This is an optimization exercise on Yosys and OpenROAD, whose aim is small area, a short achievable clock period and few clock cycles per item, not a production implementation. Where RTL was checked, it was by simulation tests only, not by an equivalence proof against the original. No functional check of the RTL was part of run 1. Power figures rest on the tool's default switching activity, not on a simulated workload.

## flow/design.v (module list and top-level ports; edited modules follow where they fit)
// module pdfi_front: 57 lines
// module pdfi_queue: 34 lines
// module pdfi_vlane: 366 lines
// module pdfi_tlane: 474 lines
// module pdfi_vresolve: 25 lines
// module pdfi_tresolve: 40 lines
// module pdfi_back: 68 lines
// module pvt_derating_factor_interpolator: 96 lines
module pvt_derating_factor_interpolator (
  input  logic                                clk,
  input  logic                                rst_n,
  input  logic                                in_valid,
  output logic                                in_ready,
  input  logic [pdfi_pkg::VOLT_W-1:0]         in_voltage_mv,
  input  logic signed [pdfi_pkg::TEMP_W-1:0]  in_temperature_decideg,
  input  logic [pdfi_pkg::CORNER_W-1:0]       in_process_corner,
  output logic                                out_valid,
  input  logic                                out_ready,
  output logic [pdfi_pkg::FACTOR_W-1:0]       out_voltage_factor,
  output logic [pdfi_pkg::FACTOR_W-1:0]       out_temperature_factor,
  output logic [pdfi_pkg::FACTOR_W-1:0]       out_process_factor,
  output logic                                out_voltage_ok,
  output logic                                out_temperature_ok,
  output logic                                out_process_ok
);
  // ...
==> flow/run.sh <==
#!/bin/bash
# synth_recipe.tcl (not shown) runs the flow's synth.tcl, then flattens the netlist and writes it again
# the make line also repeats each setting of config.mk as NAME=value (left out here)
make -C /OpenROAD-flow-scripts/flow DESIGN_CONFIG=/design/flow/config.mk WORK_HOME=/design/flow/orfs CLKGATE_MAP_FILE= SYNTH_SCRIPT=/design/flow/synth_recipe.tcl finish
==> flow/config.mk <==
export PLATFORM = sky130hd
export DESIGN_NAME = pvt_derating_factor_interpolator
export DESIGN_NICKNAME = pvt_derating_factor_interpolator
export VERILOG_FILES = /design/flow/design.v
export SDC_FILE = /design/flow/constraint.sdc
export NUM_CORES = 4
export LEC_CHECK = 0
export ABC_AREA = 1
export CAP_MARGIN = 20
export CORE_MARGIN = 2
export CORE_UTILIZATION = 40
export SETUP_SLACK_MARGIN = 3.4
export SLEW_MARGIN = 20
==> flow/constraint.sdc <==
create_clock -name core_clock -period 7.0 [get_ports {clk}]
set_input_delay 1.4000 -clock core_clock [delete_from_list [all_inputs] [get_ports {clk}]]
set_output_delay 1.4000 -clock core_clock [all_outputs]
set_load 0.01 [all_outputs]
==> flow_summary.yaml, run 1 <==
run_status:
  status: "timing/DRC/antenna clean"
placement:
  portBuffers: 91
flow_run:
  cap_viol_max_count: 0
floorplanning:
  fp.dieW_um: 171
  start_util_pct: 40.5
  dieArea_um2: 29300
power_and_ir_drop:
  seqPwrFrac_pct: 27.0
  swShare_pct: 42.1
  top_power_group: "combinational cells"
  powerDensity_nw_per_um2: 283
  p_sw_w: 0.00176
sta:
  relSlewSlack_pct: 39.7
  worst_slew_pin_slew_ps: 897
  rsz0062_at_grt: "yes"
  clock.fmax_mhz: 253
  setup_tns_ps: 0
  finalCritPeriodShare_pct: 56.5
  layout_setup_ws_ps: 3040
route:
  final_antenna_net_count: 0
  route.met3.wl_um: 3310
worst_setup_path:
  crit_end: "u_back.tls_r[3]$_DFFE_PP_"
  crit_chain: "buf_6, nor2_4, inv_2, nor2_4, inv_2, nor4_4, inv_2, nand2_2, o221ai_2, fa_1, fa_1, inv_2, fa_1, inv_2, ha_4, fa_2"
  startpoint: "u_queue.tseg_q[15]$_DFFE_PP_"
  path_max_fanout: 4
  worst_setup_path_end_kind: "flop"
final_layout:
  nonClkBufAreaFrac_pct: 15.0
  num-nets-final: 1766
  clockNetworkAreaShare_pct: 2.07
  seq_share_pct: 22.2
  clock_buffers: 9
  layout_commonest_cell: "inv_1"
  multi_input_area_share_pct: 49.6
  layout-drive-gt1-share_pct: 26.7
  mostFrequentLayoutCells: "inv_1 (258), nand2_1 (146), buf_4 (141)"
yosys:
  synth_adder_area_share_pct: 25.4
  yosys.cell_types.count: 49
  syn_area_per_cell_um2: 8.36
  synth.top_cell.area_share_pct: 29.0
  synthFlopType: "edfxtp_1"
global_routing:
  grt_antenna_before_repair: 0
  use_met3_pct: 4.76
clock_network:
  clock_sinks: 110
==> module pdfi_front, before the edit <==
module pdfi_front (
  input  logic [pdfi_pkg::VOLT_W-1:0]        in_voltage_mv,
  input  logic signed [pdfi_pkg::TEMP_W-1:0] in_temperature_decideg,
  output logic [pdfi_pkg::VSW-1:0]           vseg,
  output logic [pdfi_pkg::VUW-1:0]           vu,
  output logic [pdfi_pkg::TSW-1:0]           tseg,
  output logic [pdfi_pkg::TUW-1:0]           tu
);
  logic [pdfi_pkg::VSW:0] vge;
  logic [pdfi_pkg::TSW:0] tge;
  assign vge[0] = in_voltage_mv >= 11'd1080;
  assign vge[1] = in_voltage_mv >= 11'd1088;
  assign vge[2] = in_voltage_mv >= 11'd1120;
  assign vge[3] = in_voltage_mv >= 11'd1152;
  assign vge[4] = in_voltage_mv >= 11'd1160;
  assign vge[5] = in_voltage_mv >= 11'd1200;
  assign vge[6] = in_voltage_mv >= 11'd1216;
  assign vge[7] = in_voltage_mv >= 11'd1240;
  assign vge[8] = in_voltage_mv >= 11'd1280;
  assign vge[9] = in_voltage_mv > 11'd1320;
  assign vseg = vge[8:0] & ~vge[9:1];
  assign tge[0] = in_temperature_decideg >= -12'sd250;
  assign tge[1] = in_temperature_decideg >= -12'sd150;
  assign tge[2] = in_temperature_decideg >= 12'sd0;
  assign tge[3] = in_temperature_decideg >= 12'sd150;
  assign tge[4] = in_temperature_decideg >= 12'sd250;
  assign tge[5] = in_temperature_decideg >= 12'sd256;
  assign tge[6] = in_temperature_decideg >= 12'sd350;
  assign tge[7] = in_temperature_decideg >= 12'sd450;
  assign tge[8] = in_temperature_decideg >= 12'sd512;
  assign tge[9] = in_temperature_decideg >= 12'sd550;
  assign tge[10] = in_temperature_decideg >= 12'sd589;
  assign tge[11] = in_temperature_decideg >= 12'sd650;
  assign tge[12] = in_temperature_decideg >= 12'sd738;
  assign tge[13] = in_temperature_decideg >= 12'sd750;
  assign tge[14] = in_temperature_decideg >= 12'sd768;
  assign tge[15] = in_temperature_decideg >= 12'sd850;
  assign tge[16] = in_temperature_decideg >= 12'sd950;
  assign tge[17] = in_temperature_decideg >= 12'sd1024;
  assign tge[18] = in_temperature_decideg >= 12'sd1050;
  assign tge[19] = in_temperature_decideg >= 12'sd1150;
  assign tge[20] = in_temperature_decideg > 12'sd1250;
  assign tseg = tge[19:0] & ~tge[20:1];
  assign vu = in_voltage_mv[pdfi_pkg::VUW-1:0];
  assign tu[0] = in_temperature_decideg[1:0] == 2'd1;
  assign tu[1] = in_temperature_decideg[1:0] == 2'd2;
  assign tu[2] = in_temperature_decideg[1:0] == 2'd3;
  assign tu[3] = in_temperature_decideg[3:2] == 2'd1;
  assign tu[4] = in_temperature_decideg[3:2] == 2'd2;
  assign tu[5] = in_temperature_decideg[3:2] == 2'd3;
  assign tu[6] = in_temperature_decideg[5:4] == 2'd1;
  assign tu[7] = in_temperature_decideg[5:4] == 2'd2;
  assign tu[8] = in_temperature_decideg[5:4] == 2'd3;
  assign tu[9] = in_temperature_decideg[7:6] == 2'd1;
  assign tu[10] = in_temperature_decideg[7:6] == 2'd2;
  assign tu[11] = in_temperature_decideg[7:6] == 2'd3;
endmodule
==> module pdfi_vlane, before the edit <==
module pdfi_vlane (
  input  logic [8:0] seg,
  input  logic [5:0] u,
  output logic [20:0] ls,
  output logic [4:0] gb,
  output logic ck
);
  logic [27:0] e;
  logic [17:0] g;
  logic [18:0] g3;
  logic [5:0] m;
  logic d0_1, d0_2, d0_3;
  logic [18:0] r0;
  logic d1_1, d1_2, d1_3;
  logic [18:0] r1;
  logic d2_1, d2_2, d2_3;
  logic [18:0] r2;
  logic [27:0] sa, sb;
  logic t_w1;
  logic t_w2;
  logic t_w3;
  logic t_w4;
  logic t_w5;
  logic t_w6;
  logic t_w7;
  logic t_w8;
  logic t_w9;
  logic t_w10;
  logic t_w11;
  logic t_w12;
  logic t_w13;
  logic t_w14;
  logic t_w15;
  logic t_w16;
  logic t_w17;
  logic t_w18;
  logic t_w19;
  logic t_w20;
  logic t_w21;
  logic t_w22;
  logic t_w23;
  logic t_w24;
  logic t_w25;
  logic t_w26;
  logic t_w27;
  logic t_w28;
  logic t_w29;
  logic t_w30;
  logic t_w31;
  logic t_w32;
  logic t_w33;
  logic t_w34;
  logic t_w35;
  logic t_w36;
  logic t_w37;
  logic t_w38;
  logic t_w39;
  logic t_w40;
  logic t_w41;
  logic t_w42;
  logic t_w43;
  logic t_w44;
  logic t_w45;
  logic t_w46;
  logic t_w47;
  logic t_w48;
  logic t_w49;
  logic t_w50;
  logic t_w51;
  logic t_w52;
  logic t_w53;
  logic t_w54;
  logic t_w55;
  logic t_w56;
  logic t_w57;
  logic t_w58;
  logic t_w59;
  logic t_w60;
  logic t_w61;
  logic t_w62;
  logic t_w63;
  logic t_w64;
  logic t_w65;
  logic t_w66;
  logic t_w67;
  logic t_w68;
  logic t_w69;
  logic t_w70;
  logic t_w71;
  logic t_w72;
  logic t_w73;
  logic t_w74;
  logic t_w75;
  logic t_w76;
  assign e[0] = 1'b0;
  assign e[1] = 1'b0;
  assign e[2] = seg[2] | seg[6];
  assign e[3] = ~(seg[0] | seg[1] | seg[3] | seg[5]);
  assign e[4] = seg[2] | seg[5] | seg[7] | seg[8];
  assign e[5] = seg[2] | seg[5] | seg[6] | seg[7];
  assign e[6] = seg[0] | seg[4] | seg[7] | seg[8];
  assign e[7] = seg[0] | seg[1] | seg[2] | seg[8];
  assign e[8] = ~(seg[6]);
  assign e[9] = seg[4] | seg[5] | seg[6] | seg[8];
  assign e[10] = seg[2] | seg[3] | seg[4] | seg[7];
  assign e[11] = seg[1] | seg[4] | seg[5] | seg[8];
  assign e[12] = seg[4] | seg[7] | seg[8];
  assign e[13] = ~(seg[2] | seg[5] | seg[6]);
  assign e[14] = ~(seg[2] | seg[6] | seg[7] | seg[8]);
  assign e[15] = ~(seg[0]);
  assign e[16] = seg[5];
  assign e[17] = ~(seg[0] | seg[1] | seg[4] | seg[6]);
  assign e[18] = seg[3] | seg[4] | seg[5] | seg[7];
  assign e[19] = seg[0] | seg[2];
  assign e[20] = seg[1] | seg[2] | seg[3] | seg[8];
  assign e[21] = seg[0] | seg[4] | seg[5] | seg[8];
  assign e[22] = ~(seg[6] | seg[7] | seg[8]);
  assign e[23] = ~(seg[1] | seg[2] | seg[8]);
  assign e[24] = ~(seg[0] | seg[1] | seg[2]);
  assign e[25] = ~(seg[0] | seg[1] | seg[2]);
  assign e[26] = ~(seg[0] | seg[1] | seg[2]);
  assign e[27] = seg[0] | seg[1] | seg[2];
  assign g[0] = seg[4] | seg[7];
  assign g[1] = seg[0] | seg[1] | seg[5] | seg[8];
  assign g[2] = seg[0] | seg[2] | seg[4] | seg[6];
  assign g[3] = seg[0] | seg[4];
  assign g[4] = seg[4] | seg[7] | seg[8];
  assign g[5] = ~(seg[2] | seg[3] | seg[4] | seg[8]);
  assign g[6] = ~(seg[2] | seg[3] | seg[5] | seg[6]);
  assign g[7] = ~(seg[5] | seg[6] | seg[7] | seg[8]);
  assign g[8] = ~(seg[2] | seg[3] | seg[4] | seg[7]);
  assign g[9] = seg[2] | seg[3] | seg[8];
  assign g[10] = 1'b1;
  assign g[11] = ~(seg[7]);
  assign g[12] = ~(seg[2] | seg[3] | seg[4] | seg[8]);
  assign g[13] = seg[7];
  assign g[14] = ~(seg[2] | seg[3] | seg[5] | seg[6]);
  assign g[15] = seg[4] | seg[5] | seg[6];
  assign g[16] = ~(seg[0] | seg[1] | seg[2] | seg[3]);
  assign g[17] = seg[0] | seg[1] | seg[2] | seg[3];
  assign g3[0] = seg[4] | seg[7];
  assign g3[1] = ~(seg[2] | seg[3] | seg[6]);
  assign g3[2] = ~(seg[0] | seg[3] | seg[7]);
  assign g3[3] = seg[0] | seg[2] | seg[6];
  assign g3[4] = seg[4] | seg[7] | seg[8];
  assign g3[5] = seg[1] | seg[5] | seg[6] | seg[8];
  assign g3[6] = ~(seg[1] | seg[2] | seg[3] | seg[4]);
  assign g3[7] = ~(seg[5] | seg[6] | seg[7]);
  assign g3[8] = ~(seg[4]);
  assign g3[9] = ~(seg[0] | seg[1] | seg[7] | seg[8]);
  assign g3[10] = ~(seg[0] | seg[1] | seg[2] | seg[3]);
  assign g3[11] = ~(seg[4] | seg[5] | seg[6]);
  assign g3[12] = ~(seg[2] | seg[3] | seg[4] | seg[8]);
  assign g3[13] = seg[2] | seg[3] | seg[4] | seg[8];
  assign g3[14] = ~(seg[0] | seg[1] | seg[2] | seg[3]);
  assign g3[15] = seg[5] | seg[6] | seg[8];
  assign g3[16] = seg[0] | seg[1] | seg[4] | seg[8];
  assign g3[17] = ~(seg[4] | seg[5] | seg[6] | seg[7]);
  assign g3[18] = ~(seg[8]);
  assign m = ~u;
  assign d0_1 = m[1:0] == 2'd1;
  assign d0_2 = m[1:0] == 2'd2;
  assign d0_3 = m[1:0] == 2'd3;
  assign r0[0] = (d0_1 & g[0]) | (d0_3 & g3[0]);
  assign r0[1] = (d0_1 & g[1]) | (d0_2 & g[0]) | (d0_3 & g3[1]);
  assign r0[2] = (d0_1 & g[2]) | (d0_2 & g[1]) | (d0_3 & g3[2]);
  assign r0[3] = (d0_1 & g[3]) | (d0_2 & g[2]) | (d0_3 & g3[3]);
  assign r0[4] = (d0_1 & g[4]) | (d0_2 & g[3]) | (d0_3 & g3[4]);
  assign r0[5] = (d0_1 & g[5]) | (d0_2 & g[4]) | (d0_3 & g3[5]);
  assign r0[6] = (d0_1 & g[6]) | (d0_2 & g[5]) | (d0_3 & g3[6]);
  assign r0[7] = (d0_1 & g[7]) | (d0_2 & g[6]) | (d0_3 & g3[7]);
  assign r0[8] = (d0_1 & g[8]) | (d0_2 & g[7]) | (d0_3 & g3[8]);
  assign r0[9] = (d0_1 & g[9]) | (d0_2 & g[8]) | (d0_3 & g3[9]);
  assign r0[10] = (d0_1 & g[10]) | (d0_2 & g[9]) | (d0_3 & g3[10]);
  assign r0[11] = (d0_1 & g[11]) | (d0_2 & g[10]) | (d0_3 & g3[11]);
  assign r0[12] = (d0_1 & g[12]) | (d0_2 & g[11]) | (d0_3 & g3[12]);
  assign r0[13] = (d0_1 & g[13]) | (d0_2 & g[12]) | (d0_3 & g3[13]);
  assign r0[14] = (d0_1 & g[14]) | (d0_2 & g[13]) | (d0_3 & g3[14]);
  assign r0[15] = (d0_1 & g[15]) | (d0_2 & g[14]) | (d0_3 & g3[15]);
  assign r0[16] = (d0_1 & g[16]) | (d0_2 & g[15]) | (d0_3 & g3[16]);
  assign r0[17] = (d0_1 & g[17]) | (d0_2 & g[16]) | (d0_3 & g3[17]);
  assign r0[18] = (d0_2 & g[17]) | (d0_3 & g3[18]);
  assign d1_1 = m[3:2] == 2'd1;
  assign d1_2 = m[3:2] == 2'd2;
  assign d1_3 = m[3:2] == 2'd3;
  assign r1[0] = (d1_1 & g[0]) | (d1_3 & g3[0]);
  assign r1[1] = (d1_1 & g[1]) | (d1_2 & g[0]) | (d1_3 & g3[1]);
  assign r1[2] = (d1_1 & g[2]) | (d1_2 & g[1]) | (d1_3 & g3[2]);
  assign r1[3] = (d1_1 & g[3]) | (d1_2 & g[2]) | (d1_3 & g3[3]);
  assign r1[4] = (d1_1 & g[4]) | (d1_2 & g[3]) | (d1_3 & g3[4]);
  assign r1[5] = (d1_1 & g[5]) | (d1_2 & g[4]) | (d1_3 & g3[5]);
  assign r1[6] = (d1_1 & g[6]) | (d1_2 & g[5]) | (d1_3 & g3[6]);
  assign r1[7] = (d1_1 & g[7]) | (d1_2 & g[6]) | (d1_3 & g3[7]);
  assign r1[8] = (d1_1 & g[8]) | (d1_2 & g[7]) | (d1_3 & g3[8]);
  assign r1[9] = (d1_1 & g[9]) | (d1_2 & g[8]) | (d1_3 & g3[9]);
  assign r1[10] = (d1_1 & g[10]) | (d1_2 & g[9]) | (d1_3 & g3[10]);
  assign r1[11] = (d1_1 & g[11]) | (d1_2 & g[10]) | (d1_3 & g3[11]);
  assign r1[12] = (d1_1 & g[12]) | (d1_2 & g[11]) | (d1_3 & g3[12]);
  assign r1[13] = (d1_1 & g[13]) | (d1_2 & g[12]) | (d1_3 & g3[13]);
  assign r1[14] = (d1_1 & g[14]) | (d1_2 & g[13]) | (d1_3 & g3[14]);
  assign r1[15] = (d1_1 & g[15]) | (d1_2 & g[14]) | (d1_3 & g3[15]);
  assign r1[16] = (d1_1 & g[16]) | (d1_2 & g[15]) | (d1_3 & g3[16]);
  assign r1[17] = (d1_1 & g[17]) | (d1_2 & g[16]) | (d1_3 & g3[17]);
  assign r1[18] = (d1_2 & g[17]) | (d1_3 & g3[18]);
  assign d2_1 = m[5:4] == 2'd1;
  assign d2_2 = m[5:4] == 2'd2;
  assign d2_3 = m[5:4] == 2'd3;
  assign r2[0] = (d2_1 & g[0]) | (d2_3 & g3[0]);
  assign r2[1] = (d2_1 & g[1]) | (d2_2 & g[0]) | (d2_3 & g3[1]);
  assign r2[2] = (d2_1 & g[2]) | (d2_2 & g[1]) | (d2_3 & g3[2]);
  assign r2[3] = (d2_1 & g[3]) | (d2_2 & g[2]) | (d2_3 & g3[3]);
  assign r2[4] = (d2_1 & g[4]) | (d2_2 & g[3]) | (d2_3 & g3[4]);
  assign r2[5] = (d2_1 & g[5]) | (d2_2 & g[4]) | (d2_3 & g3[5]);
  assign r2[6] = (d2_1 & g[6]) | (d2_2 & g[5]) | (d2_3 & g3[6]);
  assign r2[7] = (d2_1 & g[7]) | (d2_2 & g[6]) | (d2_3 & g3[7]);
  assign r2[8] = (d2_1 & g[8]) | (d2_2 & g[7]) | (d2_3 & g3[8]);
  assign r2[9] = (d2_1 & g[9]) | (d2_2 & g[8]) | (d2_3 & g3[9]);
  assign r2[10] = (d2_1 & g[10]) | (d2_2 & g[9]) | (d2_3 & g3[10]);
  assign r2[11] = (d2_1 & g[11]) | (d2_2 & g[10]) | (d2_3 & g3[11]);
  assign r2[12] = (d2_1 & g[12]) | (d2_2 & g[11]) | (d2_3 & g3[12]);
  assign r2[13] = (d2_1 & g[13]) | (d2_2 & g[12]) | (d2_3 & g3[13]);
  assign r2[14] = (d2_1 & g[14]) | (d2_2 & g[13]) | (d2_3 & g3[14]);
  assign r2[15] = (d2_1 & g[15]) | (d2_2 & g[14]) | (d2_3 & g3[15]);
  assign r2[16] = (d2_1 & g[16]) | (d2_2 & g[15]) | (d2_3 & g3[16]);
  assign r2[17] = (d2_1 & g[17]) | (d2_2 & g[16]) | (d2_3 & g3[17]);
  assign r2[18] = (d2_2 & g[17]) | (d2_3 & g3[18]);
  assign t_w1 = e[4] ^ r0[4];
  assign t_w2 = e[4] & r0[4];
  assign t_w3 = e[5] ^ r0[5] ^ r1[3];
  assign t_w4 = (e[5] & r0[5]) | (r1[3] & (e[5] ^ r0[5]));
  assign t_w5 = e[6] ^ r0[6] ^ r1[4];
  assign t_w6 = (e[6] & r0[6]) | (r1[4] & (e[6] ^ r0[6]));
  assign t_w7 = e[7] ^ r0[7] ^ r1[5];
  assign t_w8 = (e[7] & r0[7]) | (r1[5] & (e[7] ^ r0[7]));
  assign t_w9 = e[8] ^ r0[8] ^ r1[6];
  assign t_w10 = (e[8] & r0[8]) | (r1[6] & (e[8] ^ r0[8]));
  assign t_w11 = e[9] ^ r0[9] ^ r1[7];
  assign t_w12 = (e[9] & r0[9]) | (r1[7] & (e[9] ^ r0[9]));
  assign t_w13 = e[10] ^ r0[10] ^ r1[8];
  assign t_w14 = (e[10] & r0[10]) | (r1[8] & (e[10] ^ r0[10]));
  assign t_w15 = e[11] ^ r0[11] ^ r1[9];
  assign t_w16 = (e[11] & r0[11]) | (r1[9] & (e[11] ^ r0[11]));
  assign t_w17 = e[12] ^ r0[12] ^ r1[10];
  assign t_w18 = (e[12] & r0[12]) | (r1[10] & (e[12] ^ r0[12]));
  assign t_w19 = e[13] ^ r0[13] ^ r1[11];
  assign t_w20 = (e[13] & r0[13]) | (r1[11] & (e[13] ^ r0[13]));
  assign t_w21 = e[14] ^ r0[14] ^ r1[12];
  assign t_w22 = (e[14] & r0[14]) | (r1[12] & (e[14] ^ r0[14]));
  assign t_w23 = e[15] ^ r0[15] ^ r1[13];
  assign t_w24 = (e[15] & r0[15]) | (r1[13] & (e[15] ^ r0[15]));
  assign t_w25 = e[16] ^ r0[16] ^ r1[14];
  assign t_w26 = (e[16] & r0[16]) | (r1[14] & (e[16] ^ r0[16]));
  assign t_w27 = e[17] ^ r0[17] ^ r1[15];
  assign t_w28 = (e[17] & r0[17]) | (r1[15] & (e[17] ^ r0[17]));
  assign t_w29 = e[18] ^ r0[18] ^ r1[16];
  assign t_w30 = (e[18] & r0[18]) | (r1[16] & (e[18] ^ r0[18]));
  assign t_w31 = e[19] ^ r1[17];
  assign t_w32 = e[19] & r1[17];
  assign t_w33 = e[20] ^ r1[18];
  assign t_w34 = e[20] & r1[18];
  assign t_w35 = e[2] ^ r0[2];
  assign t_w36 = e[2] & r0[2];
  assign t_w37 = e[3] ^ r0[3] ^ r1[1];
  assign t_w38 = (e[3] & r0[3]) | (r1[1] & (e[3] ^ r0[3]));
  assign t_w39 = t_w1 ^ r1[2] ^ r2[0];
  assign t_w40 = (t_w1 & r1[2]) | (r2[0] & (t_w1 ^ r1[2]));
  assign t_w41 = t_w2 ^ t_w3 ^ r2[1];
  assign t_w42 = (t_w2 & t_w3) | (r2[1] & (t_w2 ^ t_w3));
  assign t_w43 = t_w4 ^ t_w5 ^ r2[2];
  assign t_w44 = (t_w4 & t_w5) | (r2[2] & (t_w4 ^ t_w5));
  assign t_w45 = t_w6 ^ t_w7 ^ r2[3];
  assign t_w46 = (t_w6 & t_w7) | (r2[3] & (t_w6 ^ t_w7));
  assign t_w47 = t_w8 ^ t_w9 ^ r2[4];
  assign t_w48 = (t_w8 & t_w9) | (r2[4] & (t_w8 ^ t_w9));
  assign t_w49 = t_w10 ^ t_w11 ^ r2[5];
  assign t_w50 = (t_w10 & t_w11) | (r2[5] & (t_w10 ^ t_w11));
  assign t_w51 = t_w12 ^ t_w13 ^ r2[6];
  assign t_w52 = (t_w12 & t_w13) | (r2[6] & (t_w12 ^ t_w13));
  assign t_w53 = t_w14 ^ t_w15 ^ r2[7];
  assign t_w54 = (t_w14 & t_w15) | (r2[7] & (t_w14 ^ t_w15));
  assign t_w55 = t_w16 ^ t_w17 ^ r2[8];
  assign t_w56 = (t_w16 & t_w17) | (r2[8] & (t_w16 ^ t_w17));
  assign t_w57 = t_w18 ^ t_w19 ^ r2[9];
  assign t_w58 = (t_w18 & t_w19) | (r2[9] & (t_w18 ^ t_w19));
  assign t_w59 = t_w20 ^ t_w21 ^ r2[10];
  assign t_w60 = (t_w20 & t_w21) | (r2[10] & (t_w20 ^ t_w21));
  assign t_w61 = t_w22 ^ t_w23 ^ r2[11];
  assign t_w62 = (t_w22 & t_w23) | (r2[11] & (t_w22 ^ t_w23));
  assign t_w63 = t_w24 ^ t_w25 ^ r2[12];
  assign t_w64 = (t_w24 & t_w25) | (r2[12] & (t_w24 ^ t_w25));
  assign t_w65 = t_w26 ^ t_w27 ^ r2[13];
  assign t_w66 = (t_w26 & t_w27) | (r2[13] & (t_w26 ^ t_w27));
  assign t_w67 = t_w28 ^ t_w29 ^ r2[14];
  assign t_w68 = (t_w28 & t_w29) | (r2[14] & (t_w28 ^ t_w29));
  assign t_w69 = t_w30 ^ t_w31 ^ r2[15];
  assign t_w70 = (t_w30 & t_w31) | (r2[15] & (t_w30 ^ t_w31));
  assign t_w71 = t_w32 ^ t_w33 ^ r2[16];
  assign t_w72 = (t_w32 & t_w33) | (r2[16] & (t_w32 ^ t_w33));
  assign t_w73 = t_w34 ^ e[21] ^ r2[17];
  assign t_w74 = (t_w34 & e[21]) | (r2[17] & (t_w34 ^ e[21]));
  assign t_w75 = e[22] ^ r2[18];
  assign t_w76 = e[22] & r2[18];
  assign sa[0] = e[0];
  assign sb[0] = r0[0];
  assign sa[1] = e[1];
  assign sb[1] = r0[1];
  assign sa[2] = t_w35;
  assign sb[2] = r1[0];
  assign sa[3] = t_w36;
  assign sb[3] = t_w37;
  assign sa[4] = t_w38;
  assign sb[4] = t_w39;
  assign sa[5] = t_w40;
  assign sb[5] = t_w41;
  assign sa[6] = t_w42;
  assign sb[6] = t_w43;
  assign sa[7] = t_w44;
  assign sb[7] = t_w45;
  assign sa[8] = t_w46;
  assign sb[8] = t_w47;
  assign sa[9] = t_w48;
  assign sb[9] = t_w49;
  assign sa[10] = t_w50;
  assign sb[10] = t_w51;
  assign sa[11] = t_w52;
  assign sb[11] = t_w53;
  assign sa[12] = t_w54;
  assign sb[12] = t_w55;
  assign sa[13] = t_w56;
  assign sb[13] = t_w57;
  assign sa[14] = t_w58;
  assign sb[14] = t_w59;
  assign sa[15] = t_w60;
  assign sb[15] = t_w61;
  assign sa[16] = t_w62;
  assign sb[16] = t_w63;
  assign sa[17] = t_w64;
  assign sb[17] = t_w65;
  assign sa[18] = t_w66;
  assign sb[18] = t_w67;
  assign sa[19] = t_w68;
  assign sb[19] = t_w69;
  assign sa[20] = t_w70;
  assign sb[20] = t_w71;
  assign sa[21] = t_w72;
  assign sb[21] = t_w73;
  assign sa[22] = t_w74;
  assign sb[22] = t_w75;
  assign sa[23] = t_w76;
  assign sb[23] = e[23];
  assign sa[24] = e[24];
  assign sb[24] = 1'b0;
  assign sa[25] = e[25];
  assign sb[25] = 1'b0;
  assign sa[26] = e[26];
  assign sb[26] = 1'b0;
  assign sa[27] = e[27];
  assign sb[27] = 1'b0;
  logic [6:0] lo_unused;
  assign {ck, lo_unused} = 8'(sa[6:0]) + 8'(sb[6:0]);
  assign {gb[0], ls[3:0]} = 5'(sa[10:7]) + 5'(sb[10:7]);
  assign {gb[1], ls[7:4]} = 5'(sa[14:11]) + 5'(sb[14:11]);
  assign {gb[2], ls[11:8]} = 5'(sa[18:15]) + 5'(sb[18:15]);
  assign {gb[3], ls[15:12]} = 5'(sa[22:19]) + 5'(sb[22:19]);
  assign {gb[4], ls[20:16]} = 6'(sa[27:23]) + 6'(sb[27:23]);
endmodule
==> module pdfi_vresolve, before the edit <==
module pdfi_vresolve (
  input  logic [20:0] ls,
  input  logic [4:0] gb,
  input  logic ck,
  output logic [20:0] f
);
  logic [5:0] c;
  logic [4:0] pb;
  assign c[0] = ck;
  assign pb[0] = &ls[3:0];
  assign c[1] = gb[0] | (pb[0] & c[0]);
  assign f[3:0] = ls[3:0] + 4'(c[0]);
  assign pb[1] = &ls[7:4];
  assign c[2] = gb[1] | (pb[1] & c[1]);
  assign f[7:4] = ls[7:4] + 4'(c[1]);
  assign pb[2] = &ls[11:8];
  assign c[3] = gb[2] | (pb[2] & c[2]);
  assign f[11:8] = ls[11:8] + 4'(c[2]);
  assign pb[3] = &ls[15:12];
  assign c[4] = gb[3] | (pb[3] & c[3]);
  assign f[15:12] = ls[15:12] + 4'(c[3]);
  assign pb[4] = &ls[20:16];
  assign c[5] = gb[4] | (pb[4] & c[4]);
  assign f[20:16] = ls[20:16] + 5'(c[4]);
endmodule
==> module pvt_derating_factor_interpolator, before the edit <==
module pvt_derating_factor_interpolator (
  input  logic                                clk,
  input  logic                                rst_n,
  input  logic                                in_valid,
  output logic                                in_ready,
  input  logic [pdfi_pkg::VOLT_W-1:0]         in_voltage_mv,
  input  logic signed [pdfi_pkg::TEMP_W-1:0]  in_temperature_decideg,
  input  logic [pdfi_pkg::CORNER_W-1:0]       in_process_corner,
  output logic                                out_valid,
  input  logic                                out_ready,
  output logic [pdfi_pkg::FACTOR_W-1:0]       out_voltage_factor,
  output logic [pdfi_pkg::FACTOR_W-1:0]       out_temperature_factor,
  output logic [pdfi_pkg::FACTOR_W-1:0]       out_process_factor,
  output logic                                out_voltage_ok,
  output logic                                out_temperature_ok,
  output logic                                out_process_ok
);
  logic [pdfi_pkg::VSW-1:0]      vseg_d, vseg_q;
  logic [pdfi_pkg::VUW-1:0]      vu_d, vu_q;
  logic [pdfi_pkg::TSW-1:0]      tseg_d, tseg_q;
  logic [pdfi_pkg::TUW-1:0]      tu_d, tu_q;
  logic [pdfi_pkg::CORNER_W-1:0] corner_q;
  logic                          a_valid;
  logic                          a_en;
  logic                          b_en;
  logic [pdfi_pkg::F_W-1:0] vls;
  logic [pdfi_pkg::VNB-1:0] vgb;
  logic vck;
  logic [pdfi_pkg::F_W-1:0] tls;
  logic [pdfi_pkg::TNB-1:0] tgb;
  logic tck;
  assign b_en     = !out_valid || out_ready;
  assign a_en     = !a_valid || b_en;
  assign in_ready = a_en;
  pdfi_front u_front (
    .in_voltage_mv          (in_voltage_mv),
    .in_temperature_decideg (in_temperature_decideg),
    .vseg                   (vseg_d),
    .vu                     (vu_d),
    .tseg                   (tseg_d),
    .tu                     (tu_d)
  );
  pdfi_queue u_queue (
    .clk      (clk),
    .rst_n    (rst_n),
    .en       (a_en),
    .in_valid (in_valid),
    .vseg_d   (vseg_d),
    .vu_d     (vu_d),
    .tseg_d   (tseg_d),
    .tu_d     (tu_d),
    .corner_d (in_process_corner),
    .valid_q  (a_valid),
    .vseg_q   (vseg_q),
    .vu_q     (vu_q),
    .tseg_q   (tseg_q),
    .tu_q     (tu_q),
    .corner_q (corner_q)
  );
  pdfi_vlane u_vlane (
    .seg (vseg_q),
    .u    (vu_q),
    .ls  (vls),
    .gb  (vgb),
    .ck  (vck)
  );
  pdfi_tlane u_tlane (
    .seg (tseg_q),
    .dsel (tu_q),
    .ls  (tls),
    .gb  (tgb),
    .ck  (tck)
  );
  pdfi_back u_back (
    .clk                    (clk),
    .rst_n                  (rst_n),
    .en                     (b_en),
    .valid_d                (a_valid),
    .vls_d                 (vls),
    .vgb_d                 (vgb),
    .vck_d                 (vck),
    .tls_d                 (tls),
    .tgb_d                 (tgb),
    .tck_d                 (tck),
    .vok_d                  (|vseg_q),
    .tok_d                  (|tseg_q),
    .corner_d               (corner_q),
    .out_valid              (out_valid),
    .out_voltage_factor     (out_voltage_factor),
    .out_temperature_factor (out_temperature_factor),
    .out_process_factor     (out_process_factor),
    .out_voltage_ok         (out_voltage_ok),
    .out_temperature_ok     (out_temperature_ok),
    .out_process_ok         (out_process_ok)
  );
endmodule
==> run 2: changes to the inputs <==
--- a/flow/design.v
+++ b/flow/design.v
@@ -5,9 +5,9 @@
   localparam int FACTOR_W = 22;
   localparam int F_W      = 21;   
-  localparam int VUW = 6;
+  localparam int VUW = 9;
   localparam int VSW = 9;
   localparam int TUW = 12;
   localparam int TSW = 20;
-  localparam int VNB = 5;
+  localparam int VNB = 10;
   localparam int TNB = 10;
   localparam logic [FACTOR_W-1:0] PF_SLOW = 22'd1231275;
@@ -58,5 +58,13 @@
   assign tge[20] = in_temperature_decideg > 12'sd1250;
   assign tseg = tge[19:0] & ~tge[20:1];
-  assign vu = in_voltage_mv[pdfi_pkg::VUW-1:0];
+  assign vu[0] = ~in_voltage_mv[1:0] == 2'd1;
+  assign vu[1] = ~in_voltage_mv[1:0] == 2'd2;
+  assign vu[2] = ~in_voltage_mv[1:0] == 2'd3;
+  assign vu[3] = ~in_voltage_mv[3:2] == 2'd1;
+  assign vu[4] = ~in_voltage_mv[3:2] == 2'd2;
+  assign vu[5] = ~in_voltage_mv[3:2] == 2'd3;
+  assign vu[6] = ~in_voltage_mv[5:4] == 2'd1;
+  assign vu[7] = ~in_voltage_mv[5:4] == 2'd2;
+  assign vu[8] = ~in_voltage_mv[5:4] == 2'd3;
   assign tu[0] = in_temperature_decideg[1:0] == 2'd1;
   assign tu[1] = in_temperature_decideg[1:0] == 2'd2;
@@ -108,7 +116,7 @@
 module pdfi_vlane (
   input  logic [8:0] seg,
-  input  logic [5:0] u,
+  input  logic [8:0] dsel,
   output logic [20:0] ls,
-  output logic [4:0] gb,
+  output logic [9:0] gb,
   output logic ck
 );
@@ -116,5 +124,4 @@
   logic [17:0] g;
   logic [18:0] g3;
-  logic [5:0] m;
   logic d0_1, d0_2, d0_3;
   logic [18:0] r0;
@@ -265,8 +272,7 @@
   assign g3[17] = ~(seg[4] | seg[5] | seg[6] | seg[7]);
   assign g3[18] = ~(seg[8]);
-  assign m = ~u;
-  assign d0_1 = m[1:0] == 2'd1;
-  assign d0_2 = m[1:0] == 2'd2;
-  assign d0_3 = m[1:0] == 2'd3;
+  assign d0_1 = dsel[0];
+  assign d0_2 = dsel[1];
+  assign d0_3 = dsel[2];
   assign r0[0] = (d0_1 & g[0]) | (d0_3 & g3[0]);
   assign r0[1] = (d0_1 & g[1]) | (d0_2 & g[0]) | (d0_3 & g3[1]);
@@ -288,7 +294,7 @@
   assign r0[17] = (d0_1 & g[17]) | (d0_2 & g[16]) | (d0_3 & g3[17]);
   assign r0[18] = (d0_2 & g[17]) | (d0_3 & g3[18]);
-  assign d1_1 = m[3:2] == 2'd1;
-  assign d1_2 = m[3:2] == 2'd2;
-  assign d1_3 = m[3:2] == 2'd3;
+  assign d1_1 = dsel[3];
+  assign d1_2 = dsel[4];
+  assign d1_3 = dsel[5];
   assign r1[0] = (d1_1 & g[0]) | (d1_3 & g3[0]);
   assign r1[1] = (d1_1 & g[1]) | (d1_2 & g[0]) | (d1_3 & g3[1]);
@@ -310,7 +316,7 @@
   assign r1[17] = (d1_1 & g[17]) | (d1_2 & g[16]) | (d1_3 & g3[17]);
   assign r1[18] = (d1_2 & g[17]) | (d1_3 & g3[18]);
-  assign d2_1 = m[5:4] == 2'd1;
-  assign d2_2 = m[5:4] == 2'd2;
-  assign d2_3 = m[5:4] == 2'd3;
+  assign d2_1 = dsel[6];
+  assign d2_2 = dsel[7];
+  assign d2_3 = dsel[8];
   assign r2[0] = (d2_1 & g[0]) | (d2_3 & g3[0]);
   assign r2[1] = (d2_1 & g[1]) | (d2_2 & g[0]) | (d2_3 & g3[1]);
@@ -466,9 +472,14 @@
   logic [6:0] lo_unused;
   assign {ck, lo_unused} = 8'(sa[6:0]) + 8'(sb[6:0]);
-  assign {gb[0], ls[3:0]} = 5'(sa[10:7]) + 5'(sb[10:7]);
-  assign {gb[1], ls[7:4]} = 5'(sa[14:11]) + 5'(sb[14:11]);
-  assign {gb[2], ls[11:8]} = 5'(sa[18:15]) + 5'(sb[18:15]);
-  assign {gb[3], ls[15:12]} = 5'(sa[22:19]) + 5'(sb[22:19]);
-  assign {gb[4], ls[20:16]} = 6'(sa[27:23]) + 6'(sb[27:23]);
+  assign {gb[0], ls[1:0]} = 3'(sa[8:7]) + 3'(sb[8:7]);
+  assign {gb[1], ls[3:2]} = 3'(sa[10:9]) + 3'(sb[10:9]);
+  assign {gb[2], ls[5:4]} = 3'(sa[12:11]) + 3'(sb[12:11]);
+  assign {gb[3], ls[7:6]} = 3'(sa[14:13]) + 3'(sb[14:13]);
+  assign {gb[4], ls[9:8]} = 3'(sa[16:15]) + 3'(sb[16:15]);
+  assign {gb[5], ls[11:10]} = 3'(sa[18:17]) + 3'(sb[18:17]);
+  assign {gb[6], ls[13:12]} = 3'(sa[20:19]) + 3'(sb[20:19]);
+  assign {gb[7], ls[15:14]} = 3'(sa[22:21]) + 3'(sb[22:21]);
+  assign {gb[8], ls[17:16]} = 3'(sa[24:23]) + 3'(sb[24:23]);
+  assign {gb[9], ls[20:18]} = 4'(sa[27:25]) + 4'(sb[27:25]);
 endmodule
 module pdfi_tlane (
@@ -948,26 +959,41 @@
 module pdfi_vresolve (
   input  logic [20:0] ls,
-  input  logic [4:0] gb,
+  input  logic [9:0] gb,
   input  logic ck,
   output logic [20:0] f
 );
-  logic [5:0] c;
-  logic [4:0] pb;
+  logic [10:0] c;
+  logic [9:0] pb;
   assign c[0] = ck;
-  assign pb[0] = &ls[3:0];
+  assign pb[0] = &ls[1:0];
   assign c[1] = gb[0] | (pb[0] & c[0]);
-  assign f[3:0] = ls[3:0] + 4'(c[0]);
-  assign pb[1] = &ls[7:4];
+  assign f[1:0] = ls[1:0] + 2'(c[0]);
+  assign pb[1] = &ls[3:2];
   assign c[2] = gb[1] | (pb[1] & c[1]);
-  assign f[7:4] = ls[7:4] + 4'(c[1]);
-  assign pb[2] = &ls[11:8];
+  assign f[3:2] = ls[3:2] + 2'(c[1]);
+  assign pb[2] = &ls[5:4];
   assign c[3] = gb[2] | (pb[2] & c[2]);
-  assign f[11:8] = ls[11:8] + 4'(c[2]);
-  assign pb[3] = &ls[15:12];
+  assign f[5:4] = ls[5:4] + 2'(c[2]);
+  assign pb[3] = &ls[7:6];
   assign c[4] = gb[3] | (pb[3] & c[3]);
-  assign f[15:12] = ls[15:12] + 4'(c[3]);
-  assign pb[4] = &ls[20:16];
+  assign f[7:6] = ls[7:6] + 2'(c[3]);
+  assign pb[4] = &ls[9:8];
   assign c[5] = gb[4] | (pb[4] & c[4]);
-  assign f[20:16] = ls[20:16] + 5'(c[4]);
+  assign f[9:8] = ls[9:8] + 2'(c[4]);
+  assign pb[5] = &ls[11:10];
+  assign c[6] = gb[5] | (pb[5] & c[5]);
+  assign f[11:10] = ls[11:10] + 2'(c[5]);
+  assign pb[6] = &ls[13:12];
+  assign c[7] = gb[6] | (pb[6] & c[6]);
+  assign f[13:12] = ls[13:12] + 2'(c[6]);
+  assign pb[7] = &ls[15:14];
+  assign c[8] = gb[7] | (pb[7] & c[7]);
+  assign f[15:14] = ls[15:14] + 2'(c[7]);
+  assign pb[8] = &ls[17:16];
+  assign c[9] = gb[8] | (pb[8] & c[8]);
+  assign f[17:16] = ls[17:16] + 2'(c[8]);
+  assign pb[9] = &ls[20:18];
+  assign c[10] = gb[9] | (pb[9] & c[9]);
+  assign f[20:18] = ls[20:18] + 3'(c[9]);
 endmodule
 module pdfi_tresolve (
@@ -1140,5 +1166,5 @@
   pdfi_vlane u_vlane (
     .seg (vseg_q),
-    .u    (vu_q),
+    .dsel (vu_q),
     .ls  (vls),
     .gb  (vgb),
--- a/flow/config.mk
+++ b/flow/config.mk
@@ -10,4 +10,4 @@
 export CORE_MARGIN = 2
 export CORE_UTILIZATION = 40
-export SETUP_SLACK_MARGIN = 3.4
+export SETUP_SLACK_MARGIN = 3.0
 export SLEW_MARGIN = 20
==> run 2 against run 1 <==
Effect of this change: still clean on timing, DRC and antenna; first-iteration DRC count shrank 6.7%; sequential cell count grew 8; sequential power up 4%; clock skew down 5.6 ps; non-clock buffer count decreased by 92; cell area down 5.9%; count of clock-buffer cells in the layout is 11 higher; cell count down 4.8%; largest power group unchanged.
==> flow_summary.yaml, run 2 <==
power_and_ir_drop:
  p_int_w: 0.00254
  p_sw_w: 0.00161
  total_power_w: 0.00415
  powerDensity_nw_per_um2: 298
  swShare_pct: 38.7
  leakage_nw: 6.72
  combPwrFrac_pct: 51.4
  seqPwrFrac_pct: 28.5
  clkPwrFrac_pct: 20.1
  irDropWorstVdd_mv: 0.132
floorplanning:
  fp.dieW_um: 172
  die_h_um: 172
  dieArea_um2: 29600
  row_count: 61
  num_io_pins: 100
  start_util_pct: 40.7
  coreArea_um2: 27800
yosys:
  synth-edff-count: 116
  seq_area_frac_synth_pct: 31.2
  synth_warnings: 2
  synth.most_common_cell: "inv_1"
  async_reset_ff_share_pct: 0
  yosys.cell_types.count: 49
  synthesis.area_um2: 11300
  syn-instance-count: 1325
  syn_area_per_cell_um2: 8.53
  synth.top_cell.area_share_pct: 30.8
  synthFlopType: "edfxtp_1"
  synth_seq_cells: 118
  synth_common_cells: "inv_1 (295), nor2_1 (152), nand2_1 (147)"
  synth_area_leader_cell: "edfxtp_1"
  synthTopCellsByArea: "edfxtp_1 (31%), fa_1 (18%), inv_1 (9.8%), ha_1 (7.3%), nor2_1 (5.0%)"
placement:
  place_area_um2: 12500
  portBuffers: 91
  dp_hpwl_um: 26800
  place_congestion: 1.01
  pre_cts_ws_ps: 2660
final_layout:
  layout_commonest_cell: "inv_1"
  num_antenna_cells: 0
  fin_area_um2: 13900
  mostFrequentLayoutCells: "inv_1 (280), nand2_1 (142), nor2_1 (133)"
  top_regs: "u_back.tls_r: 20 flops, u_back.vls_r: 20 flops, u_queue.tseg_q: 20 flops"
  num-nets-final: 1659
  layout-drive-gt1-share_pct: 16.0
  area_growth_pct: 23.1
worst_setup_path:
  crit_type: "reg2out"
  worst_setup_path_end_kind: "output port"
  r2r_start: "u_queue.tu_q[4]$_DFFE_PP_"
  ff2ff_setup_slack_ps: 3060
  rr_endpoint: "u_back.tls_r[5]$_DFFE_PP_"
  startpoint: "u_back.vck_r$_DFFE_PP_"
  crit_path_start_kind: "flop"
  cp.arrival_ps: 2550
  crit_end: "out_voltage_factor[15]"
  path_max_fanout: 2
  crit_required_ps: 5600
  reg2reg_depth: 9
sta:
  finalSetupViolations: 0
  clock_skew_ps: 11.9
  fin_hold_ws_ps: 416
  clock.fmax_mhz: 253
  worst_slew_pin_slew_ps: 899
  finalCritPeriodShare_pct: 56.5
  hold_violations: 0
  layout_setup_ws_ps: 3050
  setup_tns_ps: 0
  finalMaxSlewViolations: 0
  rsz0062_at_grt: "yes"
  relSlewSlack_pct: 40.0
  layout_min_cycle_time_ps: 3950
global_routing:
  grt_overflow: 0
  grt_pass1_vias: 9360
  grt_antenna_before_repair: 0
  grt_pass1_wl_um: 52900
  grt_use_total_pct: 23.8
  grt_max_degree: 66
flow_run:
  cap_viol_max_count: 0
worst_hold_path:
  worstHoldPathType: "reg2reg"
route:
  dr.pass1.iters: 6
  wl_um: 34600
  vias: 9969
  final_antenna_net_count: 0
  drt_iter0_drc: 1087
  routedWlPerCell_um: 18.6
  viasPerCell: 5.37
  drc: 0
clock_network:
  h-tree-depth: 4
  clock_sinks: 118
  clock_latency_ps: 430
  cts_root_buf: "clkbuf_16"
  clk_path_buf_depth: 2
  clkTransAtPathRegs_ps: 60
  cts_tree: "yes"
  cts_inserted_buffers: 17
  ctsHoldBuffers: 0
run_status:
  status: "timing/DRC/antenna clean"
## run 2: cell count changes in the layout (fill, tap and decap cells not counted), moves of 9 or more
cell             before  now
clkdlybuf4s50_1      54   71
buf_6                34    5
fa_1                 82   96
o21ai_0              22   32
nor2_4               22   11
nor2_1              118  133
ha_4                 13    3
inv_2                36   18
buf_2                13    4
fa_2                 13    3
inv_1               258  280
buf_4               141   71
## run 2: area by class of cell
class                           count  area (um^2)
Clock buffer                       20          437
Clock inverter                     12          111
Fill cell                        2690        13900
Inverter                          310         1170
Multi-Input combinational cell    851         6740
Sequential cell                   118         3520
Tap cell                          378          473
Timing Repair Buffer              167         1470
## run 2: worst min-delay path by stage
stage	slack (ps)	start	end	depth (start not counted)
6_report	420	u_queue.corner_q[1]$_DFFE_PP_	u_back.corner_r[1]$_DFFE_PP_	0
5_1_grt	430	u_queue.corner_q[0]$_DFFE_PP_	u_back.corner_r[0]$_DFFE_PP_	0
4_1_cts	420	u_queue.corner_q[1]$_DFFE_PP_	u_back.corner_r[1]$_DFFE_PP_	0
3_5_place_dp	410	u_queue.corner_q[1]$_DFFE_PP_	u_back.corner_r[1]$_DFFE_PP_	0
3_3_place_gp	400	u_queue.corner_q[1]$_DFFE_PP_	u_back.corner_r[1]$_DFFE_PP_	0
2_1_floorplan	400	u_queue.corner_q[0]$_DFFE_PP_	u_back.corner_r[0]$_DFFE_PP_	0
## run 2: power by group through the flow
stage | combinational [W] | clock (W) | sequential [W]
2_1_floorplan | 0.00133 | 0 | 0.00114
3_3_place_gp | 0.00195 | 0 | 0.00120
3_5_place_dp | 0.00200 | 0 | 0.00120
4_1_cts | 0.00204 | 0.000852 | 0.00118
5_1_grt | 0.00247 | 0.000877 | 0.00120
6_report | 0.00213 | 0.000835 | 0.00118
## run 2: per-stage QoR
stage | std cells | utilization (%)
6_report | 1856 | 50.1
5_1_grt | 1856 | 50.1
4_1_cts | 1816 | 48.1
3_5_place_dp | 1751 | 44.8
3_3_place_gp | 1751 | 44.8
2_1_floorplan | 1332 | -
## run 2: cell families (layout without fill, tap and decap cells)
group                    after synthesis  after routing  synth area share [%]
AND/OR/NAND/NOR                      447            447                  18.1
buffers and inverters                363            509                  12.8
other                                  1              8                0.0332
adder cells (fa/ha/maj)              165            165                  24.8
flip-flops                           118            118                  31.2
AO/OA/AOI/OAI                        231            231                  13.0
## run 2: worst max-delay path: stages (launching register included)
cell           delay, ps
edfxtp_1             420
nand3_2              120
nand2_4               70
nand2_2               60
nand2_2               70
nand2_2               60
nand2_2               60
nand2_2               60
nand2_2               50
nand2_2               60
nand2_2               50
nand2_2               60
nand2_2               60
nand2_2               60
nand2_2               50
buf_4                130
ha_1                 190
o21ai_0              140
a21oi_1               60
dlygate4sd2_1        290
## run 2: repair_timing
action	4_1_cts	5_1_grt
endpoints found under the setup margin	28	34
buffers inserted	33	40
pin swaps	7	35
hold endpoints to repair	0	0
resized for setup	43	108
cloned	0	0
## run 2: routing by layer
metal / global-route usage (%) / routed length (um) / up-vias
met2: 35.5 / 14400 / 548
met1: 34.5 / 15700 / 4689
met3: 5.61 / 3430 / 78
li1: - / - / 4654
met5: 0 / 0 / -
met4: 7.16 / 1010 / 0
Testbench counts of run 2, summed over its fixed seeds: cycles 16,016, items 16,000.

-- port drivers added, routing unchanged --
The flow's constraints put no driver on any port. The routed layouts listed below were extracted and timed again, unchanged, in two steps.
Step 1 sets driving cells, clkbuf_16 on the clock port and buf_2 on the other inputs (assumed; they add their load-dependent delay and slew).
Step 2 times the ports against the registers' clock, not the clock port: input delays grow and output delays shrink by t, the midpoint of the rising clock arrivals with the driver on.
Three values: ideal ports, drivers, drivers and shift; two values: the first two.
| run | t (ns) | setup WS [ns] | worst data-port slew with drivers (ns) | pins driven straight from the clock port |
|---|---|---|---|---|
| run 1 | 0.404 | 3.044 / 3.044 / 3.044 | 0.04 | 1 |
| run 2 | 0.476 | 3.046 / 2.998 / 3.059 | 0.04 | 1 |
After both steps setup and hold are still met in every run listed.
